Background: an optimization exercise with open tools, aiming at a short achievable clock period and few clock cycles per item. Do not read the settings as production practice.
The RTL was checked by simulation tests, not by an equivalence proof against the original design.
The clock input has no modelled driver; a real chip could not lean on it and would need a root buffer or a full tree.
Power and IR drop assume default switching activity.

==> job 8596: inputs <==
==> flow/design.v (excerpt) <==
module fm_frontend_top (
    input  logic                 clock,
    input  logic                 i_rst_n,
    input  logic                 i_in_wr_en,
    input  fm_sample_pkg::byte_t i_in_din,
    output logic                 o_in_full,
    input  logic                 i_out_rd_en,
    output fm_sample_pkg::iq_t   o_out_iq,
    output logic                 o_out_empty
);
    localparam int unsigned YW = 32;
    logic       rst_q;
    logic       acc_q;
    logic       last_q;
    logic [7:0] din_q;
    logic       full_r;
    logic       next_last;
    always_ff @(posedge clock) begin
        rst_q  <= i_rst_n;
        acc_q  <= i_in_wr_en && !full_r && i_rst_n;
        last_q <= i_in_wr_en && !full_r && i_rst_n && next_last;
        din_q  <= i_in_din;
    end
    assign o_in_full = full_r;
    logic        done;
    logic [15:0] xi_new;
    logic [15:0] xq_new;
    logic [303:0] hist_i;
    logic [303:0] hist_q;
    iq_decode iq_decode_inst (
        .clock   (clock),
        .i_rst_n (rst_q),
        .i_acc   (acc_q),
        .i_last  (last_q),
        .o_next_last(next_last),
        .i_byte  (din_q),
        .o_done  (done),
        .o_xi    (xi_new),
        .o_xq    (xq_new),
        .o_hist_i(hist_i),
        .o_hist_q(hist_q)
    );
    logic [YW-1:0] ps_i, pc_i, ps_q, pc_q;
    fir_partial fir_i_inst (.clock(clock), .i_hist(hist_i), .o_ps(ps_i), .o_pc(pc_i));
    fir_partial fir_q_inst (.clock(clock), .i_hist(hist_q), .o_ps(ps_q), .o_pc(pc_q));
    function automatic logic [2*YW-1:0] final_csa(
        input logic [YW-1:0] ps,
        input logic [YW-1:0] pc,
        input logic [15:0]   x
    );
        logic [YW-1:0] ux;
        logic [YW-1:0] s;
        logic [YW-1:0] c;
        ux = {{(YW-16){1'b0}}, ~x[15], x[14:0]};
        s  = ps ^ pc ^ ux;
        c  = {((ps[YW-2:0] & pc[YW-2:0]) | (ps[YW-2:0] & ux[YW-2:0]) |
               (pc[YW-2:0] & ux[YW-2:0])), 1'b0};
        final_csa = {s, c};
    endfunction
    logic [YW-1:0] yis_r, yic_r;
  ...
==> module sample_fifo, before the edit <==
module sample_fifo #(
    parameter int unsigned WIDTH = 64,
    parameter int unsigned DEPTH = 2
) (
    input  logic             clock,
    input  logic             i_rst_n,
    input  logic             i_wr_en,
    input  logic [WIDTH-1:0] i_din,
    input  logic             i_rd_en,
    output logic [WIDTH-1:0] o_dout,
    output logic             o_empty,
    output logic             o_pop
);
    localparam int unsigned PTR_BITS = (DEPTH > 1) ? $clog2(DEPTH) : 1;
    logic [WIDTH-1:0]    mem [DEPTH];
    logic [PTR_BITS-1:0] wr_ptr;
    logic [PTR_BITS-1:0] rd_ptr;
    logic [PTR_BITS-1:0] rd_ptr_inc;
    logic [DEPTH:0]      occ;         
    logic                pop;
    logic [WIDTH-1:0]    stay_val;
    logic [WIDTH-1:0]    next_val;
    assign pop        = i_rd_en && !occ[0];
    assign rd_ptr_inc = rd_ptr + 1'b1;
    assign stay_val   = (i_wr_en && occ[0]) ? i_din : mem[rd_ptr];
    assign next_val   = (i_wr_en && occ[1]) ? i_din : mem[rd_ptr_inc];
    always_ff @(posedge clock) begin
        if (i_wr_en) begin
            mem[wr_ptr] <= i_din;
        end
        o_dout <= pop ? next_val : stay_val;
    end
    always_ff @(posedge clock) begin
        if (!i_rst_n) begin
            wr_ptr  <= '0;
            rd_ptr  <= '0;
            occ     <= (DEPTH+1)'(1);
            o_empty <= 1'b1;
            o_pop   <= 1'b0;
        end else begin
            o_pop   <= pop;
            o_empty <= pop ? (occ[1] && !i_wr_en) : (occ[0] && !i_wr_en);
            if (i_wr_en) begin
                wr_ptr <= wr_ptr + 1'b1;
            end
            if (pop) begin
                rd_ptr <= rd_ptr_inc;
            end
            if (i_wr_en && !pop) begin
                occ <= {occ[DEPTH-1:0], 1'b0};
            end else if (pop && !i_wr_en) begin
                occ <= {1'b0, occ[DEPTH:1]};
            end
        end
    end
endmodule
==> module fm_frontend_top, before the edit <==
module fm_frontend_top (
    input  logic                 clock,
    input  logic                 i_rst_n,
    input  logic                 i_in_wr_en,
    input  fm_sample_pkg::byte_t i_in_din,
    output logic                 o_in_full,
    input  logic                 i_out_rd_en,
    output fm_sample_pkg::iq_t   o_out_iq,
    output logic                 o_out_empty
);
    localparam int unsigned YW = 32;
    logic       rst_q;
    logic       acc_q;
    logic       last_q;
    logic [7:0] din_q;
    logic       full_r;
    logic       next_last;
    always_ff @(posedge clock) begin
        rst_q  <= i_rst_n;
        acc_q  <= i_in_wr_en && !full_r && i_rst_n;
        last_q <= i_in_wr_en && !full_r && i_rst_n && next_last;
        din_q  <= i_in_din;
    end
    assign o_in_full = full_r;
    logic        done;
    logic [15:0] xi_new;
    logic [15:0] xq_new;
    logic [303:0] hist_i;
    logic [303:0] hist_q;
    iq_decode iq_decode_inst (
        .clock   (clock),
        .i_rst_n (rst_q),
        .i_acc   (acc_q),
        .i_last  (last_q),
        .o_next_last(next_last),
        .i_byte  (din_q),
        .o_done  (done),
        .o_xi    (xi_new),
        .o_xq    (xq_new),
        .o_hist_i(hist_i),
        .o_hist_q(hist_q)
    );
    logic [YW-1:0] ps_i, pc_i, ps_q, pc_q;
    fir_partial fir_i_inst (.clock(clock), .i_hist(hist_i), .o_ps(ps_i), .o_pc(pc_i));
    fir_partial fir_q_inst (.clock(clock), .i_hist(hist_q), .o_ps(ps_q), .o_pc(pc_q));
    function automatic logic [2*YW-1:0] final_csa(
        input logic [YW-1:0] ps,
        input logic [YW-1:0] pc,
        input logic [15:0]   x
    );
        logic [YW-1:0] ux;
        logic [YW-1:0] s;
        logic [YW-1:0] c;
        ux = {{(YW-16){1'b0}}, ~x[15], x[14:0]};
        s  = ps ^ pc ^ ux;
        c  = {((ps[YW-2:0] & pc[YW-2:0]) | (ps[YW-2:0] & ux[YW-2:0]) |
               (pc[YW-2:0] & ux[YW-2:0])), 1'b0};
        final_csa = {s, c};
    endfunction
    logic [YW-1:0] yis_r, yic_r;
    logic [YW-1:0] yqs_r, yqc_r;
    logic [YW-1:0] yi;
    logic [YW-1:0] yq;
    logic          yv_r;
    always_ff @(posedge clock) begin
        {yis_r, yic_r} <= final_csa(ps_i, pc_i, xi_new);
        {yqs_r, yqc_r} <= final_csa(ps_q, pc_q, xq_new);
        if (!rst_q) begin
            yv_r <= 1'b0;
        end else begin
            yv_r <= done;
        end
    end
    assign yi = yis_r + yic_r;
    assign yq = yqs_r + yqc_r;
    logic [2*YW-1:0] head;
    logic            head_empty;
    logic            pop_q;
    sample_fifo #(
        .WIDTH(2*YW),
        .DEPTH(2)
    ) out_fifo_inst (
        .clock  (clock),
        .i_rst_n(rst_q),
        .i_wr_en(yv_r),
        .i_din  ({yi, yq}),
        .i_rd_en(i_out_rd_en),
        .o_dout (head),
        .o_empty(head_empty),
        .o_pop  (pop_q)
    );
    assign o_out_empty = head_empty;
    assign o_out_iq = head;
    localparam int unsigned CAP = 2;
    localparam int unsigned CW  = $clog2(CAP + 2);
    logic [CW-1:0] commit_cnt;
    logic [CW-1:0] commit_nxt;
    always_comb begin
        commit_nxt = commit_cnt;
        if (!rst_q) begin
            commit_nxt = '0;
        end else begin
            case ({done, pop_q})
                2'b10:   commit_nxt = commit_cnt + 1'b1;
                2'b01:   commit_nxt = commit_cnt - 1'b1;
                default: commit_nxt = commit_cnt;
            endcase
        end
    end
    always_ff @(posedge clock) begin
        commit_cnt <= commit_nxt;
        full_r     <= (commit_nxt >= CW'(CAP));
    end
endmodule
clock: 12.0 ns
lec_check: 0
cap_margin: 20
core_margin: 2
core_utilization: 40
slew_margin: 20
standard.sh (not shown) runs the stock make flow with config.mk's settings and CLKGATE_MAP_FILE= SYNTH_SCRIPT=/design/flow/synth_recipe.tcl, a recipe that flattens the netlist after the stock synthesis.
==> flow/flow/run.sh <==
#!/bin/bash
# Standard synthesis and layout (the standard.sh), with:
#  - repair_timing asked for extra setup slack, port buffers made plain
#    buffers, and other ORFS knobs listed in knobs.txt;
#  - after clock tree synthesis, custom_cts.tcl rebuilds the clock tree as
#    port -> 4 mid buffers -> leaf buffers -> flip-flops.
# The whole ORFS output goes to standard_flow.log in the work folder.
set -euo pipefail
here="$(cd "$(dirname "${BASH_SOURCE[0]}")" && pwd)"
mapfile -t knobs < <(grep -v '^#' "$here/knobs.txt" | grep -v '^ *$')
bash standard.sh "${knobs[@]}" "POST_CTS_TCL=$here/custom_cts.tcl" finish > standard_flow.log 2>&1
==> flow/flow/custom_cts.tcl <==

set ccts_leaf_max 22
if {[info exists ::env(CCTS_LEAF_MAX)]} { set ccts_leaf_max $::env(CCTS_LEAF_MAX) }
set ccts_mids 4
set ccts_buf sky130_fd_sc_hd__clkbuf_16
set ccts_leaf_buf sky130_fd_sc_hd__clkbuf_16
if {[info exists ::env(CCTS_LEAF_BUF)]} { set ccts_leaf_buf $::env(CCTS_LEAF_BUF) }

proc ccts_log {msg} { puts "custom_cts: $msg" }

# Split items (lists {x y payload}) into groups of at most max by median
# bisection along the longer side of their bounding box.
proc ccts_bisect {items max} {
  if {[llength $items] <= $max} { return [list $items] }
  set xs [lmap it $items {lindex $it 0}]
  set ys [lmap it $items {lindex $it 1}]
  set xs [lsort -real $xs]
  set ys [lsort -real $ys]
  set dx [expr {[lindex $xs end] - [lindex $xs 0]}]
  set dy [expr {[lindex $ys end] - [lindex $ys 0]}]
  set k [expr {$dx >= $dy ? 0 : 1}]
  set sorted [lsort -real -index $k $items]
  set h [expr {[llength $sorted] / 2}]
  return [concat [ccts_bisect [lrange $sorted 0 [expr {$h - 1}]] $max] \
                 [ccts_bisect [lrange $sorted $h end] $max]]
}

# Split items into exactly n groups of near-equal size by recursive median
# bisection along the longer side of their bounding box.
proc ccts_split_n {items n} {
  if {$n <= 1} { return [list $items] }
  set xs [lsort -real [lmap it $items {lindex $it 0}]]
  set ys [lsort -real [lmap it $items {lindex $it 1}]]
  set dx [expr {[lindex $xs end] - [lindex $xs 0]}]
  set dy [expr {[lindex $ys end] - [lindex $ys 0]}]
  set k [expr {$dx >= $dy ? 0 : 1}]
  set sorted [lsort -real -index $k $items]
  set n1 [expr {$n / 2}]
  set n2 [expr {$n - $n1}]
  set h [expr {int(round(double([llength $sorted]) * $n1 / $n))}]
  return [concat [ccts_split_n [lrange $sorted 0 [expr {$h - 1}]] $n1] \
                 [ccts_split_n [lrange $sorted $h end] $n2]]
}

proc ccts_centroid {items} {
  set sx 0.0
  set sy 0.0
  foreach it $items {
    set sx [expr {$sx + [lindex $it 0]}]
    set sy [expr {$sy + [lindex $it 1]}]
  }
  set n [llength $items]
  return [list [expr {$sx / $n}] [expr {$sy / $n}]]
}

proc ccts_inst_center {inst} {
  set b [$inst getBBox]
  return [list [expr {($b xMin) + 0.0}] [expr {($b yMin) + 0.0}] \
               [expr {([$b xMin] + [$b xMax]) / 2.0}] [expr {([$b yMin] + [$b yMax]) / 2.0}]]
}

set ccts_block [ord::get_db_block]
set ccts_db [ord::get_db]
set ccts_master [$ccts_db findMaster $ccts_buf]
set ccts_leaf_master [$ccts_db findMaster $ccts_leaf_buf]
set ccts_pnet [[$ccts_block findBTerm clock] getNet]

# Walk the existing tree from the clock port.
set ccts_sinks {}
set ccts_tree_insts {}
set ccts_tree_nets {}
set ccts_queue [list $ccts_pnet]
while {[llength $ccts_queue]} {
  set net [lindex $ccts_queue 0]
  set ccts_queue [lrange $ccts_queue 1 end]
  foreach it [$net getITerms] {
    if {[$it isOutputSignal]} { continue }
    set inst [$it getInst]
    set m [$inst getMaster]
    set mname [$m getName]
    if {[$m isSequential]} {
      lappend ccts_sinks $it
      continue
    }
    set drives 0
    foreach oit [$inst getITerms] {
      if {[$oit isOutputSignal] && [$oit getNet] ne "NULL"} { set drives 1 }
    }
    # a cell that drives the tree must be a plain buffer; the others are
    # CTS's dummy loads
    if {$drives && ![string match "*clkbuf*" $mname] && ![string match "*__buf_*" $mname]} {
      error "custom_cts: unexpected cell [$inst getName] ($mname) in the clock tree"
    }
    lappend ccts_tree_insts $inst
    foreach oit [$inst getITerms] {
      if {[$oit isOutputSignal] && [$oit getNet] ne "NULL"} {
        lappend ccts_tree_nets [$oit getNet]
        lappend ccts_queue [$oit getNet]
      }
    }
  }
}
ccts_log "[llength $ccts_sinks] sinks, removing [llength $ccts_tree_insts] tree cells and [llength $ccts_tree_nets] nets"

# Sink positions (the clock pin's cell centre).
set ccts_items {}
foreach it $ccts_sinks {
  set b [[$it getInst] getBBox]
  lappend ccts_items [list [expr {([$b xMin] + [$b xMax]) / 2.0}] \
                           [expr {([$b yMin] + [$b yMax]) / 2.0}] $it]
}

# Take the old tree down.
foreach it $ccts_sinks { $it disconnect }
foreach inst $ccts_tree_insts { odb::dbInst_destroy $inst }
foreach net $ccts_tree_nets { odb::dbNet_destroy $net }

set ccts_site_h 2720
proc ccts_place {inst x y} {
  set m [$inst getMaster]
  set w [$m getWidth]
  set h [$m getHeight]
  set core [[ord::get_db_block] getCoreArea]
  set lx [expr {int($x - $w / 2.0)}]
  set ly [expr {int($y - $h / 2.0)}]
  set lx [expr {max([$core xMin], min($lx, [$core xMax] - $w))}]
  set ly [expr {max([$core yMin], min($ly, [$core yMax] - $h))}]
  $inst setLocation $lx $ly
  $inst setPlacementStatus PLACED
}

# Leaves.
set ccts_nleaves [expr {int(ceil(double([llength $ccts_items]) / $ccts_leaf_max))}]
set ccts_groups [ccts_split_n $ccts_items $ccts_nleaves]
set ccts_leaves {}
set li 0
foreach g $ccts_groups {
  lassign [ccts_centroid $g] cx cy
  set inst [odb::dbInst_create $ccts_block $ccts_leaf_master "cclk_leaf_$li"]
  set net [odb::dbNet_create $ccts_block "cclk_leaf_net_$li"]
  $net setSigType CLOCK
  foreach oit [$inst getITerms] {
    if {[$oit isOutputSignal]} { $oit connect $net }
  }
  foreach item $g { [lindex $item 2] connect $net }
  ccts_place $inst $cx $cy
  lappend ccts_leaves [list $cx $cy $inst]
  incr li
}

# Mids.
set ccts_mid_groups [ccts_split_n $ccts_leaves $ccts_mids]
set mi 0
foreach g $ccts_mid_groups {
  lassign [ccts_centroid $g] cx cy
  set inst [odb::dbInst_create $ccts_block $ccts_master "cclk_mid_$mi"]
  set net [odb::dbNet_create $ccts_block "cclk_mid_net_$mi"]
  $net setSigType CLOCK
  foreach oit [$inst getITerms] {
    if {[$oit isOutputSignal]} { $oit connect $net }
    if {[$oit isInputSignal]} { $oit connect $ccts_pnet }
  }
  foreach item $g {
    set leaf [lindex $item 2]
    foreach iit [$leaf getITerms] {
      if {[$iit isInputSignal]} { $iit connect $net }
    }
  }
  ccts_place $inst $cx $cy
  incr mi
}
$ccts_pnet setSigType CLOCK
ccts_log "built [llength $ccts_leaves] leaves and $mi mids"

detailed_placement
check_placement
global_connect
==> flow/flow/knobs.txt <==
SETUP_SLACK_MARGIN=8.9
TNS_END_PERCENT=100
BUFFER_PORTS_ARGS=-buffer_cell sky130_fd_sc_hd__buf_4
CORE_UTILIZATION=60
PLACE_DENSITY=0.72
==> job 5960: changes against job 8596 <==
--- a/flow/design.v
+++ b/flow/design.v
@@ -69,3 +69,3 @@
     assign stay_val   = (i_wr_en && occ[0]) ? i_din : mem[rd_ptr];
-    assign next_val   = (i_wr_en && occ[1]) ? i_din : mem[rd_ptr_inc];
+    assign next_val   = (i_wr_en && (occ[0] || occ[1])) ? i_din : mem[rd_ptr_inc];
     always_ff @(posedge clock) begin
@@ -74,3 +74,3 @@
         end
-        o_dout <= pop ? next_val : stay_val;
+        o_dout <= i_rd_en ? next_val : stay_val;
     end
@@ -92,7 +92,4 @@
             end
-            if (i_wr_en && !pop) begin
-                occ <= {occ[DEPTH-1:0], 1'b0};
-            end else if (pop && !i_wr_en) begin
-                occ <= {1'b0, occ[DEPTH:1]};
-            end
+            occ <= pop ? (i_wr_en ? occ : {1'b0, occ[DEPTH:1]})
+                       : (i_wr_en ? {occ[DEPTH-1:0], 1'b0} : occ);
         end
==> flow/flow/knobs.txt (replaced) <==
SETUP_SLACK_MARGIN=9.2
TNS_END_PERCENT=100
BUFFER_PORTS_ARGS=-buffer_cell sky130_fd_sc_hd__buf_4
CORE_UTILIZATION=75
PLACE_DENSITY=0.85
==> job 1580: changes against job 8596 <==
--- a/flow/design.v
+++ b/flow/design.v
@@ -2616,3 +2616,3 @@
     fir_partial fir_q_inst (.clock(clock), .i_hist(hist_q), .o_ps(ps_q), .o_pc(pc_q));
-    function automatic logic [2*YW-1:0] final_csa(
+    function automatic logic [YW-1:0] final_add(
         input logic [YW-1:0] ps,
@@ -2628,12 +2628,10 @@
                (pc[YW-2:0] & ux[YW-2:0])), 1'b0};
-        final_csa = {s, c};
+        final_add = s + c;
     endfunction
-    logic [YW-1:0] yis_r, yic_r;
-    logic [YW-1:0] yqs_r, yqc_r;
-    logic [YW-1:0] yi;
-    logic [YW-1:0] yq;
+    logic [YW-1:0] yi_r;
+    logic [YW-1:0] yq_r;
     logic          yv_r;
     always_ff @(posedge clock) begin
-        {yis_r, yic_r} <= final_csa(ps_i, pc_i, xi_new);
-        {yqs_r, yqc_r} <= final_csa(ps_q, pc_q, xq_new);
+        yi_r <= final_add(ps_i, pc_i, xi_new);
+        yq_r <= final_add(ps_q, pc_q, xq_new);
         if (!rst_q) begin
@@ -2644,4 +2642,2 @@
     end
-    assign yi = yis_r + yic_r;
-    assign yq = yqs_r + yqc_r;
     logic [2*YW-1:0] head;
@@ -2656,3 +2652,3 @@
         .i_wr_en(yv_r),
-        .i_din  ({yi, yq}),
+        .i_din  ({yi_r, yq_r}),
         .i_rd_en(i_out_rd_en),
--- a/flow/flow/custom_cts.tcl
+++ b/flow/flow/custom_cts.tcl
@@ -5,4 +5,2 @@
 set ccts_buf sky130_fd_sc_hd__clkbuf_16
-set ccts_leaf_buf sky130_fd_sc_hd__clkbuf_16
-if {[info exists ::env(CCTS_LEAF_BUF)]} { set ccts_leaf_buf $::env(CCTS_LEAF_BUF) }
 
@@ -64,3 +62,2 @@
 set ccts_master [$ccts_db findMaster $ccts_buf]
-set ccts_leaf_master [$ccts_db findMaster $ccts_leaf_buf]
 set ccts_pnet [[$ccts_block findBTerm clock] getNet]
@@ -138,3 +135,3 @@
   lassign [ccts_centroid $g] cx cy
-  set inst [odb::dbInst_create $ccts_block $ccts_leaf_master "cclk_leaf_$li"]
+  set inst [odb::dbInst_create $ccts_block $ccts_master "cclk_leaf_$li"]
   set net [odb::dbNet_create $ccts_block "cclk_leaf_net_$li"]
==> qor summary <==
metric	job 8596	job 5960	job 1580
Detailed Place HPWL	173,000 um	170,000 um	176,000 um
Static leakage	40.9 nW	42.4 nW	40.9 nW
Maximum operating frequency	0.288 GHz	0.290 GHz	0.286 GHz
Sequential share of cell area	39.1%	39.2%	39.9%
Post-synthesis xor/xnor area fraction	2.46%	2.53%	2.75%
Number of DRC markers in iteration 0	4,074	6,877	4,637
Cells after synthesis	8,083	7,969	7,680
Delay of the slowest critical-path stage	0.40 ns	0.38 ns	0.51 ns
Num sequential	1,827	1,827	1,783
Outcome	timing/DRC/antenna clean	timing/DRC/antenna clean	timing/DRC/antenna clean
Initial Util	60.3%	75.6%	60.5%
Startpoint-to-endpoint class of the critical path	register to primary output	register to primary output	register to register
Final std cell area, no fill	97,700 um^2	97,800 um^2	93,500 um^2
Hold-critical path endpoint	fir_i_inst.s2_764$_DFF_P_	fir_q_inst.s2_764$_DFF_P_	fir_i_inst.o_pc[0]$_DFF_P_
Testbench counts of job 8596, summed over its fixed seeds: cycles 8,216, items 2,048.
Testbench counts of job 5960, summed over its fixed seeds: cycles 8,216, items 2,048.
Testbench counts of job 1580, summed over its fixed seeds: cycles 8,216, items 2,048.
In every run of this note, the design's own scripts or RTL, not TritonCTS, make the clock network.

==> separate check: timing with driven ports <==
In the flow no input, the clock included, has a driving cell. The finished layouts below were timed again as built, in two steps.
Step 1 assumes that a clkbuf_16 drives the clock port and a buf_2 every other input.
Step 2, shift: input delay + t, output delay - t, t = (earliest + latest rising clock arrival at the registers) / 2. This alone moves slack from input paths to output paths.
a / b / c = ideal / step 1 / step 2; a / b = the first two.
run | shift t [ns] | setup slack, ns | worst hold slack (ns) | cell pins on the clock port's net
job 8596 | 0.744 | 8.527 / 8.352 / 8.074 | 0.325 / 0.325 / 0.325 | 4
job 5960 | 0.740 | 8.550 / 8.380 / 8.107 | 0.331 / 0.331 / 0.331 | 4
job 1580 | 0.732 | 8.502 / 8.356 / 7.757 | 0.319 / 0.320 / 0.320 | 4
After both steps every run listed still meets setup and hold. For job 1580, which loses most, drivers alone change the setup slack by -0.146 ns; drivers and shift together by -0.745 ns.
